What follows belongs to an exercise in optimizing a design on an open flow for small area, a short achievable clock period and few clock cycles per item; a production flow would make more cautious choices. Function was checked by simulation only, so behaviour that the tests miss may differ from the original.

==> build 44 <==
==> flow/design.v <==
module relu_pos (
   input  logic [4:0] fwd,
   output logic       pos
);
   assign pos = !(fwd[4] || !(fwd[3] || fwd[2] || fwd[1] || fwd[0]));
endmodule
module relu_mask_next (
   input  logic load,
   input  logic load_n,
   input  logic pos,
   input  logic q,
   output logic d
);
   assign d = (load & pos) | (load_n & q);
endmodule
module relu_sel (
   input  logic hold_n,
   input  logic mask,
   output logic sel
);
   assign sel = hold_n & mask;
endmodule
module relu_out_bit (
   input  logic hold,
   input  logic q,
   input  logic sel,
   input  logic grad,
   output logic d
);
   assign d = (hold & q) | (sel & grad);
endmodule
module relu_backward_unit #(
   parameter int Row_Limit = 10,
   parameter int Lanes     = 10
) (
   input  logic                             clk,
   input  logic                             rst,
   input  logic                             fwd_valid,
   output logic                             fwd_ready,
   input  logic [5*Row_Limit*Row_Limit-1:0] fwd_matrix,
   input  logic                             grad_valid,
   output logic                             grad_ready,
   input  logic [5*Row_Limit*Row_Limit-1:0] grad_matrix,
   output logic                             out_valid,
   input  logic                             out_ready,
   output logic [5*Row_Limit*Row_Limit-1:0] out_matrix,
   output logic                             mask_valid,
   output logic                             busy
);
   localparam int NN = Row_Limit * Row_Limit;
   logic [NN-1:0]   mask_q, mask_d, sel;
   logic            mask_valid_q;
   logic [5*NN-1:0] out_q, out_d;
   logic            out_valid_q;
   logic            hold, hold_n, fwd_valid_n, grad_hs;
   logic            mask_valid_d, out_valid_d;
   logic            accept_free_q, accept_if_q;
   assign hold    = out_valid_q && !out_ready;
   assign hold_n  = !hold;
   assign fwd_valid_n = !fwd_valid;
   assign grad_hs = grad_valid && grad_ready;
   for (genvar i = 0; i < NN; i++) begin : g_elem
      logic pos;
      relu_pos u_pos (
         .fwd ({fwd_matrix[4*NN+i], fwd_matrix[3*NN+i], fwd_matrix[2*NN+i],
                fwd_matrix[NN+i], fwd_matrix[i]}),
         .pos (pos)
      );
      relu_mask_next u_mask (
         .load   (fwd_valid),
         .load_n (fwd_valid_n),
         .pos    (pos),
         .q      (mask_q[i]),
         .d      (mask_d[i])
      );
      relu_sel u_sel (
         .hold_n (hold_n),
         .mask   (mask_d[i]),
         .sel    (sel[i])
      );
      for (genvar k = 0; k < 5; k++) begin : g_bit
         relu_out_bit u_bit (
            .hold (hold),
            .q    (out_q[k*NN+i]),
            .sel  (sel[i]),
            .grad (grad_matrix[k*NN+i]),
            .d    (out_d[k*NN+i])
         );
      end
   end
   always_ff @(posedge clk) begin
      mask_q <= mask_d;
      out_q  <= out_d;
   end
   always_ff @(posedge clk or posedge rst) begin
      if (rst) begin
         mask_valid_q  <= 1'b0;
         out_valid_q   <= 1'b0;
         accept_free_q <= 1'b0;
         accept_if_q   <= 1'b0;
      end else begin
         mask_valid_q  <= mask_valid_d;
         out_valid_q   <= out_valid_d;
         accept_free_q <= mask_valid_d && !out_valid_d;
         accept_if_q   <= mask_valid_d && out_valid_d;
      end
   end
   assign mask_valid_d = mask_valid_q || fwd_valid;
   assign out_valid_d  = hold || grad_hs;
   assign grad_ready   = accept_free_q || (accept_if_q && out_ready);
   assign fwd_ready    = 1'b1;
   assign busy         = out_valid_q;
   assign out_valid    = out_valid_q;
   assign out_matrix   = out_q;
   assign mask_valid   = mask_valid_q;
endmodule
==> flow/flow/run.sh <==
#!/bin/bash
# Standard layout, with the port buffers inserted as the smallest plain buffer
# instead of the delay buffer buffer_ports picks by default, and the ports of
# the one input-to-output path (out_ready to grad_ready) placed
# side by side.
set -euo pipefail
export BUFFER_PORTS_ARGS="-buffer_cell sky130_fd_sc_hd__buf_1"
export PLACE_PINS_ARGS="-group_pins {out_ready grad_ready}"
bash standard.sh > standard_flow.log 2>&1
==> flow/standard.sh <==
#!/bin/bash
# synth_recipe.tcl (not shown) runs the flow's synth.tcl, then flattens the netlist and writes it again
# the make line also repeats each setting of config.mk as NAME=value (left out here)
make -C /OpenROAD-flow-scripts/flow DESIGN_CONFIG=/design/flow/config.mk WORK_HOME=/design/flow/orfs CLKGATE_MAP_FILE= SYNTH_SCRIPT=/design/flow/synth_recipe.tcl "${@:-finish}"
==> flow/config.mk <==
export PLATFORM = sky130hd
export DESIGN_NAME = relu_backward_unit
export DESIGN_NICKNAME = relu_backward_unit
export VERILOG_FILES = /design/flow/design.v
export SDC_FILE = /design/flow/constraint.sdc
export NUM_CORES = 4
export LEC_CHECK = 0
export CAP_MARGIN = 20
export CORE_AREA = 2 2 758 62
export DIE_AREA = 0 0 760 64
export SETUP_SLACK_MARGIN = 2.7
export SLEW_MARGIN = 20
export SYNTH_HIERARCHICAL = 1
==> flow/constraint.sdc <==
create_clock -name core_clock -period 5.0 [get_ports {clk}]
set_input_delay 1.0000 -clock core_clock [delete_from_list [all_inputs] [get_ports {clk}]]
set_output_delay 1.0000 -clock core_clock [all_outputs]
set_load 0.01 [all_outputs]
==> trial 19: changes against build 44 <==
==> flow/design.v, changed modules only <==
module relu_backward_unit #(
   parameter int Row_Limit = 10,
   parameter int Lanes     = 10
) (
   input  logic                             clk,
   input  logic                             rst,
   input  logic                             fwd_valid,
   output logic                             fwd_ready,
   input  logic [5*Row_Limit*Row_Limit-1:0] fwd_matrix,
   input  logic                             grad_valid,
   output logic                             grad_ready,
   input  logic [5*Row_Limit*Row_Limit-1:0] grad_matrix,
   output logic                             out_valid,
   input  logic                             out_ready,
   output logic [5*Row_Limit*Row_Limit-1:0] out_matrix,
   output logic                             mask_valid,
   output logic                             busy
);
   localparam int NN = Row_Limit * Row_Limit;
   logic [NN-1:0]   mask_q, mask_d;
   logic            mask_valid_q;
   logic [5*NN-1:0] out_q, out_d;
   logic            out_valid_q;
   logic            hold, grad_hs;
   logic            mask_valid_d, out_valid_d;
   logic            accept_free_q, accept_if_q;
   assign hold    = out_valid_q && !out_ready;
   assign grad_hs = grad_valid && grad_ready;
   logic [NN-1:0] pos, sel;
   always_comb begin
      for (int i = 0; i < NN; i++) begin
         pos[i] = !fwd_matrix[4*NN+i] &&
                  (fwd_matrix[3*NN+i] || fwd_matrix[2*NN+i] ||
                   fwd_matrix[NN+i]   || fwd_matrix[i]);
         mask_d[i] = (fwd_valid & pos[i]) | (!fwd_valid & mask_q[i]);
         sel[i] = !hold & mask_d[i];
         for (int k = 0; k < 5; k++)
            out_d[k*NN+i] = (hold & out_q[k*NN+i]) | (sel[i] & grad_matrix[k*NN+i]);
      end
   end
   always_ff @(posedge clk) begin
      mask_q <= mask_d;
      out_q  <= out_d;
   end
   always_ff @(posedge clk or posedge rst) begin
      if (rst) begin
         mask_valid_q  <= 1'b0;
         out_valid_q   <= 1'b0;
         accept_free_q <= 1'b0;
         accept_if_q   <= 1'b0;
      end else begin
         mask_valid_q  <= mask_valid_d;
         out_valid_q   <= out_valid_d;
         accept_free_q <= mask_valid_d && !out_valid_d;
         accept_if_q   <= mask_valid_d && out_valid_d;
      end
   end
   assign fwd_ready  = 1'b1;
   assign mask_valid_d = mask_valid_q || fwd_valid;
   assign out_valid_d  = hold || grad_hs;
   assign grad_ready   = accept_free_q || (accept_if_q && out_ready);
   assign busy       = out_valid_q;
   assign out_valid  = out_valid_q;
   assign out_matrix = out_q;
   assign mask_valid = mask_valid_q;
endmodule
// module relu_pos removed
// module relu_mask_next removed
// module relu_sel removed
// module relu_out_bit removed
==> flow/flow/run.sh (replaced) <==
#!/bin/bash
# Standard layout, with the port buffers inserted as the smallest plain buffer
# instead of the delay buffer buffer_ports picks by default, and pins allowed
# on every routing track so the die can be smaller.
set -euo pipefail
export BUFFER_PORTS_ARGS="-buffer_cell sky130_fd_sc_hd__buf_1"
export PLACE_PINS_ARGS="-min_distance 1 -min_distance_in_tracks"
bash standard.sh > standard_flow.log 2>&1
--- a/flow/config.mk
+++ b/flow/config.mk
@@ -6,8 +6,8 @@
 export NUM_CORES = 4
 export LEC_CHECK = 0
+export ABC_AREA = 1
 export CAP_MARGIN = 20
-export CORE_AREA = 2 2 758 62
-export DIE_AREA = 0 0 760 64
+export CORE_AREA = 2 2 398 108
+export DIE_AREA = 0 0 400 110
 export SETUP_SLACK_MARGIN = 2.7
 export SLEW_MARGIN = 20
-export SYNTH_HIERARCHICAL = 1
==> qor summary <==
| metric | trial 19 | build 44 |
|---|---|---|
| Run status | stopped before the end | no timing/DRC/antenna violations |
| Last stage reached | global routing | - |
| Post-placement cell count | 4897 | 3663 |
| Synthesized area per cell | 7.47 um^2 | 12.6 um^2 |
| Number of warning messages in the yosys log | 1 | 7 |
| Post-Place Cell Area | 27900 um^2 | 25700 um^2 |
| Post-synth net total | 3956 | 2524 |
| Post-Syn Area | 22000 um^2 | 19100 um^2 |
| Share of the synthesized area in the top cell type | 54.5% | 62.9% |
| Post-Syn Instances | 2951 | 1519 |
| Initial core utilization | 53.9% | 44.2% |
| Compound-cell area share of the yosys netlist | 0.0567% | 27.7% |
| Chip height | 110 um | 64 um |
| Die width | 400 um | 760 um |
| Resize count post-CTS | 5 | 24 |
Testbench counts of build 44, summed over its fixed seeds: cycles 1,095, grads 767.
Testbench counts of trial 19, summed over its fixed seeds: cycles 1,095, grads 767.

## what the ideal ports hide
The flow's constraints put no driver on any port. The routed layout listed below was extracted and timed again, unchanged, in two steps.
Step 1 (the two cells are an assumption about what drives the block):
set clk [get_ports {clk}]
set_driving_cell -lib_cell sky130_fd_sc_hd__clkbuf_16 $clk
set_driving_cell -lib_cell sky130_fd_sc_hd__buf_2 [delete_from_list [all_inputs] $clk]
Step 2 adds t to the input delays and takes it off the output delays; t is the mean of the earliest and latest rising clock arrival at the registers after step 1. Input paths then give back, and output paths get back, about the clock's delay inside the block.
Slacks: ideal / step 1 / step 2; pairs: ideal / step 1.
run: build 44
t (ns): 0.688
slack for setup (ns): 2.537 / 2.421 / 1.867
hold slack, ns: 0.236 / 0.195 / 0.465
clock arrival spread, ns: 0.031 / 0.032
worst register clock-pin slew, ns: 0.11 / 0.11
After both steps build 44 still meets setup and hold. The setup slack of build 44 moves by -0.116 ns with the drivers and by -0.670 ns with both steps.
